Source: an optimization exercise on an open RTL-to-GDS flow (aim: small area and few clock cycles). Production flows keep margins and buffers that such runs may drop. In this exercise RTL edits were held to simulation tests only and were not proved equivalent to the original. Power and IR drop assume default switching activity.

==> inputs of branch pepper <==
==> flow/design.v <==
`default_nettype none
module mppt_telemetry_aggregator_top (
  input  wire        clk,
  input  wire        rst_n,
  input  wire        in_valid,
  output wire        in_ready,
  input  wire [1:0]  in_command,
  input  wire [10:0] in_frame_id,
  input  wire [1:0]  in_frame_status,
  input  wire [15:0] in_word_one,
  input  wire [15:0] in_word_two,
  input  wire [15:0] in_word_three,
  input  wire [15:0] in_word_four,
  output wire        out_valid,
  input  wire        out_ready,
  output wire [2:0]  out_kind,
  output wire [31:0] out_value_high,
  output wire [31:0] out_value_low,
  output wire        out_last,
  output wire [4:0]  out_status_one,
  output wire [4:0]  out_status_two,
  input  wire        cfg_valid,
  output wire        cfg_ready,
  input  wire [1:0]  cfg_index,
  input  wire [31:0] cfg_data
);
  localparam [31:0] IdentText = 32'h4143_7631;
  localparam [1:0] CMD_FRAME  = 2'd0;
  localparam [1:0] CMD_POLL   = 2'd1;
  localparam [1:0] CMD_REPORT = 2'd2;
  localparam [1:0] GRP_AVG   = 2'd0;
  localparam [1:0] GRP_TEMP  = 2'd1;
  localparam [1:0] GRP_PAIR  = 2'd2;
  localparam [1:0] GRP_IDENT = 2'd3;
  reg  [10:0] unit_one_id_r;
  reg  [10:0] unit_two_id_r;
  reg  [15:0] temp_limit_r;
  reg  [31:0] serial_no_r;
  assign cfg_ready = 1'b1;
  wire [31:0] cfg_z = cfg_data & {32{rst_n}};            
  wire [31:0] cfg_o = cfg_data | {32{~rst_n}};           
  wire        cfg_w = cfg_valid && rst_n;
  always @(posedge clk) begin
    if (!rst_n || (cfg_w && cfg_index == 2'd0)) unit_one_id_r <= cfg_z[10:0];
    if (!rst_n || (cfg_w && cfg_index == 2'd1)) unit_two_id_r <= {cfg_z[10:1], cfg_o[0]};
    if (!rst_n || (cfg_w && cfg_index == 2'd2))
      temp_limit_r <= {cfg_z[15:13], cfg_o[12:11], cfg_z[10], cfg_o[9:8], cfg_z[7],
                       cfg_o[6], cfg_z[5], cfg_o[4:3], cfg_z[2:0]};
    if (!rst_n || (cfg_w && cfg_index == 2'd3)) serial_no_r <= cfg_z;
  end
  reg  [15:0] avg_v0_r, avg_v1_r, avg_c0_r, avg_c1_r;
  reg  [15:0] bus0_r, bus1_r, temp0_r, temp1_r;
  reg         ot0_r, ot1_r;         
  reg         pd0_r, pd1_r;         
  reg         poll_sel_r;
  reg  [3:0]  phase_r;
  reg         s0_valid_r;           
  reg  [2:0]  s0_kind_r;
  reg  [3:0]  s0_st_r;              
  reg  [15:0] s0_hi_r;
  reg  [16:0] s0_lo_r;
  reg         s1_valid_r;           
  reg         s1_report_r;
  reg         s1_unit_r;            
  reg  [3:0]  s1_st_r;
  reg  [1:0]  grp_p1, grp_p2;       
  always @(*) begin
    case (phase_r)
      4'd0:             begin grp_p1 = GRP_IDENT; grp_p2 = GRP_PAIR;  end
      4'd1:             begin grp_p1 = GRP_AVG;   grp_p2 = GRP_IDENT; end
      4'd2, 4'd5, 4'd8: begin grp_p1 = GRP_TEMP;  grp_p2 = GRP_AVG;   end
      4'd3, 4'd6, 4'd9: begin grp_p1 = GRP_PAIR;  grp_p2 = GRP_TEMP;  end
      default:          begin grp_p1 = GRP_AVG;   grp_p2 = GRP_PAIR;  end
    endcase
  end
  wire [1:0]  s1_grp_r = grp_p1;
  wire [1:0]  s0_grp_r = (s1_valid_r && s1_report_r) ? grp_p2 : grp_p1;
  reg         s0_more;
  reg  [2:0]  s0_next_kind;
  always @(*) begin
    s0_more      = 1'b0;
    s0_next_kind = 3'd0;
    case (s0_kind_r)
      3'd1: begin
        s0_more = 1'b1;
        case (s0_grp_r)
          GRP_AVG:  s0_next_kind = 3'd2;
          GRP_TEMP: s0_next_kind = 3'd4;
          GRP_PAIR: s0_next_kind = 3'd6;
          default:  s0_next_kind = 3'd7;
        endcase
      end
      3'd2: begin s0_more = 1'b1; s0_next_kind = 3'd3; end
      3'd4: begin s0_more = 1'b1; s0_next_kind = 3'd5; end
      default: ;
    endcase
  end
  wire        take    = s0_valid_r && out_ready;
  wire        adv     = take && !s0_more;    
  wire        a_valid = adv ? s1_valid_r : s0_valid_r;
  wire        a_s1    = !adv && s1_valid_r;
  reg dep0, dep1;
  always @(*) begin
    dep0 = 1'b0;
    dep1 = 1'b0;
    if (adv) begin
      if (s1_valid_r && s1_report_r && s1_grp_r != GRP_IDENT) begin
        dep0 = 1'b1; dep1 = 1'b1;
      end
    end else if (take) begin
      if (s0_kind_r == 3'd1 && s0_grp_r == GRP_AVG) dep1 = 1'b1;
    end else if (s0_valid_r) begin
      if (s0_kind_r == 3'd1 && s0_grp_r != GRP_IDENT) begin
        dep0 = 1'b1; dep1 = 1'b1;
      end
      if (s0_kind_r == 3'd2) dep1 = 1'b1;
    end
    if (a_s1 && s1_report_r) begin
      dep0 = 1'b1; dep1 = 1'b1;
    end
  end
  wire is_frame  = (in_command == CMD_FRAME) && (in_frame_status == 2'd0);
  wire hit_one   = (in_frame_id == unit_one_id_r);
  wire hit_two   = (in_frame_id == unit_two_id_r);
  wire upd0      = is_frame && hit_one;
  wire upd1      = is_frame && !hit_one && hit_two;
  wire is_poll   = (in_command == CMD_POLL);
  wire is_report = (in_command == CMD_REPORT);
  wire gives     = is_poll || is_report;
  assign in_ready = !((upd0 && dep0) || (upd1 && dep1) || (gives && a_s1));
  wire acc     = rst_n && in_valid && in_ready;
  wire acc_f0  = acc && upd0;
  wire acc_f1  = acc && upd1;
  wire acc_msg = acc && gives;
  wire [15:0] sm_v_avg = hit_one ? avg_v0_r : avg_v1_r;
  wire [15:0] sm_c_avg = hit_one ? avg_c0_r : avg_c1_r;
  wire [19:0] sm_v_t   = {sm_v_avg, 4'b0000} - {4'b0000, sm_v_avg} + {4'b0000, in_word_one};
  wire [19:0] sm_c_t   = {sm_c_avg, 4'b0000} - {4'b0000, sm_c_avg} + {4'b0000, in_word_two};
  wire        over     = (in_word_four > temp_limit_r);
  wire        poll_u   = poll_sel_r;
  wire [3:0]  msg_st   = {ot1_r, pd1_r | (is_poll & poll_u), ot0_r, pd0_r | (is_poll & ~poll_u)};
  wire        en0     = !rst_n || acc_f0;
  wire        en1     = !rst_n || acc_f1;
  wire [15:0] u_avg_v = sm_v_t[19:4] & {16{rst_n}};
  wire [15:0] u_avg_c = sm_c_t[19:4] & {16{rst_n}};
  wire [15:0] u_bus   = in_word_three & {16{rst_n}};
  wire [15:0] u_temp  = in_word_four & {16{rst_n}};
  always @(posedge clk) begin
    if (en0) begin
      avg_v0_r <= u_avg_v; avg_c0_r <= u_avg_c; bus0_r <= u_bus; temp0_r <= u_temp;
    end
    if (en1) begin
      avg_v1_r <= u_avg_v; avg_c1_r <= u_avg_c; bus1_r <= u_bus; temp1_r <= u_temp;
    end
  end
  always @(posedge clk) begin
    if (!rst_n) begin
      ot0_r <= 1'b0; ot1_r <= 1'b0; pd0_r <= 1'b0; pd1_r <= 1'b0;
      poll_sel_r <= 1'b0;
      phase_r    <= 4'd0;
    end else begin
      if (acc_f0) begin
        ot0_r <= ot0_r | over; pd0_r <= 1'b0;
      end
      if (acc_f1) begin
        ot1_r <= ot1_r | over; pd1_r <= 1'b0;
      end
      if (acc_msg && is_poll) begin
        poll_sel_r <= ~poll_sel_r;
        if (poll_u) pd1_r <= 1'b1;
        else        pd0_r <= 1'b1;
      end
      if (acc_msg && is_report) begin
        phase_r <= (phase_r == 4'd9) ? 4'd0 : phase_r + 4'd1;
      end
    end
  end
  wire        ld_new  = acc_msg && !a_valid;    
  wire        ld_s1   = adv && s1_valid_r;      
  wire        ld_next = take && s0_more;        
  reg  [2:0]  ld_kind;
  reg         ld_unit;
  always @(*) begin
    if (ld_next) begin
      ld_kind = s0_next_kind;
      ld_unit = 1'b0;
    end else if (ld_s1) begin
      ld_kind = s1_report_r ? 3'd1 : 3'd0;
      ld_unit = s1_unit_r;
    end else begin
      ld_kind = is_report ? 3'd1 : 3'd0;
      ld_unit = poll_u;
    end
  end
  wire [16:0] bus_sum  = {1'b0, bus0_r} + {1'b0, bus1_r};
  wire [15:0] temp_max = (temp1_r >= temp0_r) ? temp1_r : temp0_r;
  reg  [15:0] ld_hi;
  reg  [16:0] ld_lo;
  always @(*) begin
    ld_hi = 16'd0;
    ld_lo = 17'd0;
    case (ld_kind)
      3'd0: ld_lo = {6'd0, ld_unit ? unit_two_id_r : unit_one_id_r};
      3'd1: ld_lo = bus_sum;
      3'd2: begin ld_hi = avg_v0_r; ld_lo = {1'b0, avg_c0_r}; end
      3'd3: begin ld_hi = avg_v1_r; ld_lo = {1'b0, avg_c1_r}; end
      3'd4: ld_lo = {1'b0, temp_max};
      3'd6: begin ld_hi = temp0_r; ld_lo = {1'b0, temp1_r}; end
      default: ;
    endcase
  end
  always @(posedge clk) begin
    if (!rst_n) begin
      s0_valid_r <= 1'b0;
      s1_valid_r <= 1'b0;
    end else begin
      s0_valid_r <= a_valid || acc_msg;
      s1_valid_r <= a_s1 || (acc_msg && a_valid);
    end
  end
  always @(posedge clk) begin
    if (ld_new || ld_s1 || ld_next) begin
      s0_kind_r <= ld_kind;
      s0_hi_r   <= ld_hi;
      s0_lo_r   <= ld_lo;
    end
    if (ld_new) begin
      s0_st_r  <= msg_st;
    end else if (ld_s1) begin
      s0_st_r  <= s1_st_r;
    end
    if (acc_msg && a_valid) begin
      s1_report_r <= is_report;
      s1_unit_r   <= poll_u;
      s1_st_r     <= msg_st;
    end
  end
  wire ident = (s0_kind_r == 3'd5) || (s0_kind_r == 3'd7);
  assign out_valid      = s0_valid_r;
  assign out_kind       = s0_kind_r;
  assign out_value_high = ident ? IdentText : {16'd0, s0_hi_r};
  assign out_value_low  = ident ? serial_no_r : {15'd0, s0_lo_r};
  assign out_last       = !s0_more;
  assign out_status_one = {s0_st_r[1], 2'b00, s0_st_r[0], 1'b0};
  assign out_status_two = {s0_st_r[3], 2'b00, s0_st_r[2], 1'b0};
endmodule
`default_nettype wire
==> flow/flow/run.sh <==
#!/bin/bash
set -euo pipefail
export BUFFER_PORTS_ARGS="-buffer_cell sky130_fd_sc_hd__buf_1"
bash standard.sh finish > standard_flow.log 2>&1
==> flow/standard.sh <==
#!/bin/bash
# synth_recipe.tcl (not shown) runs the flow's synth.tcl, then flattens the netlist and writes it again
# the make line also repeats each setting of config.mk as NAME=value (left out here)
make -C /OpenROAD-flow-scripts/flow DESIGN_CONFIG=/design/flow/config.mk WORK_HOME=/design/flow/orfs CLKGATE_MAP_FILE= SYNTH_SCRIPT=/design/flow/synth_recipe.tcl "${@:-finish}"
==> flow/config.mk <==
export PLATFORM = sky130hd
export DESIGN_NAME = mppt_telemetry_aggregator_top
export DESIGN_NICKNAME = mppt_telemetry_aggregator_top
export VERILOG_FILES = /design/flow/design.v
export SDC_FILE = /design/flow/constraint.sdc
export NUM_CORES = 4
export LEC_CHECK = 0
export CAP_MARGIN = 20
export CORE_MARGIN = 2
export CORE_UTILIZATION = 40
export SLEW_MARGIN = 20
==> flow/constraint.sdc <==
create_clock -name core_clock -period 5.0 [get_ports {clk}]
set_input_delay 1.0000 -clock core_clock [delete_from_list [all_inputs] [get_ports {clk}]]
set_output_delay 1.0000 -clock core_clock [all_outputs]
set_load 0.01 [all_outputs]
==> inputs of branch nickel, as changes to branch pepper <==
--- a/flow/design.v
+++ b/flow/design.v
@@ -58,2 +58,3 @@
   reg  [2:0]  s0_kind_r;
+  reg  [1:0]  s0_grp_r;             
   reg  [3:0]  s0_st_r;              
@@ -64,15 +65,4 @@
   reg         s1_unit_r;            
+  reg  [1:0]  s1_grp_r;
   reg  [3:0]  s1_st_r;
-  reg  [1:0]  grp_p1, grp_p2;       
-  always @(*) begin
-    case (phase_r)
-      4'd0:             begin grp_p1 = GRP_IDENT; grp_p2 = GRP_PAIR;  end
-      4'd1:             begin grp_p1 = GRP_AVG;   grp_p2 = GRP_IDENT; end
-      4'd2, 4'd5, 4'd8: begin grp_p1 = GRP_TEMP;  grp_p2 = GRP_AVG;   end
-      4'd3, 4'd6, 4'd9: begin grp_p1 = GRP_PAIR;  grp_p2 = GRP_TEMP;  end
-      default:          begin grp_p1 = GRP_AVG;   grp_p2 = GRP_PAIR;  end
-    endcase
-  end
-  wire [1:0]  s1_grp_r = grp_p1;
-  wire [1:0]  s0_grp_r = (s1_valid_r && s1_report_r) ? grp_p2 : grp_p1;
   reg         s0_more;
@@ -141,2 +131,11 @@
   wire [3:0]  msg_st   = {ot1_r, pd1_r | (is_poll & poll_u), ot0_r, pd0_r | (is_poll & ~poll_u)};
+  reg  [1:0]  msg_grp;
+  always @(*) begin
+    case (phase_r)
+      4'd0, 4'd3, 4'd6: msg_grp = GRP_AVG;
+      4'd1, 4'd4, 4'd7: msg_grp = GRP_TEMP;
+      4'd2, 4'd5, 4'd8: msg_grp = GRP_PAIR;
+      default:          msg_grp = GRP_IDENT;
+    endcase
+  end
   wire        en0     = !rst_n || acc_f0;
@@ -227,4 +226,6 @@
     if (ld_new) begin
+      s0_grp_r <= msg_grp;
       s0_st_r  <= msg_st;
     end else if (ld_s1) begin
+      s0_grp_r <= s1_grp_r;
       s0_st_r  <= s1_st_r;
@@ -234,2 +235,3 @@
       s1_unit_r   <= poll_u;
+      s1_grp_r    <= msg_grp;
       s1_st_r     <= msg_st;
--- a/flow/config.mk
+++ b/flow/config.mk
@@ -7,5 +7,5 @@
 export LEC_CHECK = 0
-export CAP_MARGIN = 20
+export CAP_MARGIN = 0
 export CORE_MARGIN = 2
-export CORE_UTILIZATION = 40
-export SLEW_MARGIN = 20
+export CORE_UTILIZATION = 65
+export SLEW_MARGIN = 0
==> results.txt <==
|  | branch pepper | branch nickel |
|---|---|---|
| Run status | no timing/DRC/antenna violations | no timing/DRC/antenna violations |
| Worst R2R Path Depth | 16 | 18 |
| Mean instance size in the synthesized netlist | 11.8 µm² | 12.2 µm² |
| Logic depth of the worst setup path including buffers | 17 | 19 |
| Clock sinks | 259 | 261 |
| Number of buffers created by CTS | 30 | 27 |
| Non-filler instance count after layout | 2024 | 1802 |
| First-pass GRT wire length | 59200 µm | 55900 µm |
| Vias in the first global route | 10400 | 10800 |
| Worst clock skew on the final layout | 0.0156 ns | 0.0118 ns |
| Top layer used by detailed routing | met4 | met5 |
| Initial Utilization | 0.404 | 0.661 |
| Final-layout clock buffer total | 43 | 29 |
| Sequential-cell power consumption | 3.24 mW | 3.30 mW |
Testbench counts of branch pepper, summed over its fixed seeds: cycles 17,161.
Testbench counts of branch nickel, summed over its fixed seeds: cycles 17,161.

[static timing again, ports no longer ideal]
No port has a modelled driver above. Below, the same layouts with a new extraction and two added sets of constraints.
Step 1: set_driving_cell puts a clkbuf_16 on clk and a buf_2 on each other input, an assumption about the parent block.
Step 2 also shifts input and output timing later by t, the mid clock arrival at the registers, as if the neighbouring blocks saw the same clock.
Three values: ideal ports, drivers, drivers and shift; two values: the first two.
| run | shift t [ns] | setup WS [ns] | worst slew at a driven data input, ns |
|---|---|---|---|
| branch pepper | 0.595 | 0.464 / 0.497 / -0.098 | 0.04 |
| branch nickel | 0.564 | 0.289 / 0.313 / -0.250 | 0.04 |
Met with ideal ports but missed after step 2: setup timing in branch pepper and branch nickel. For branch pepper, which loses most, drivers alone change the setup slack by +0.033 ns; drivers and shift together by -0.562 ns.
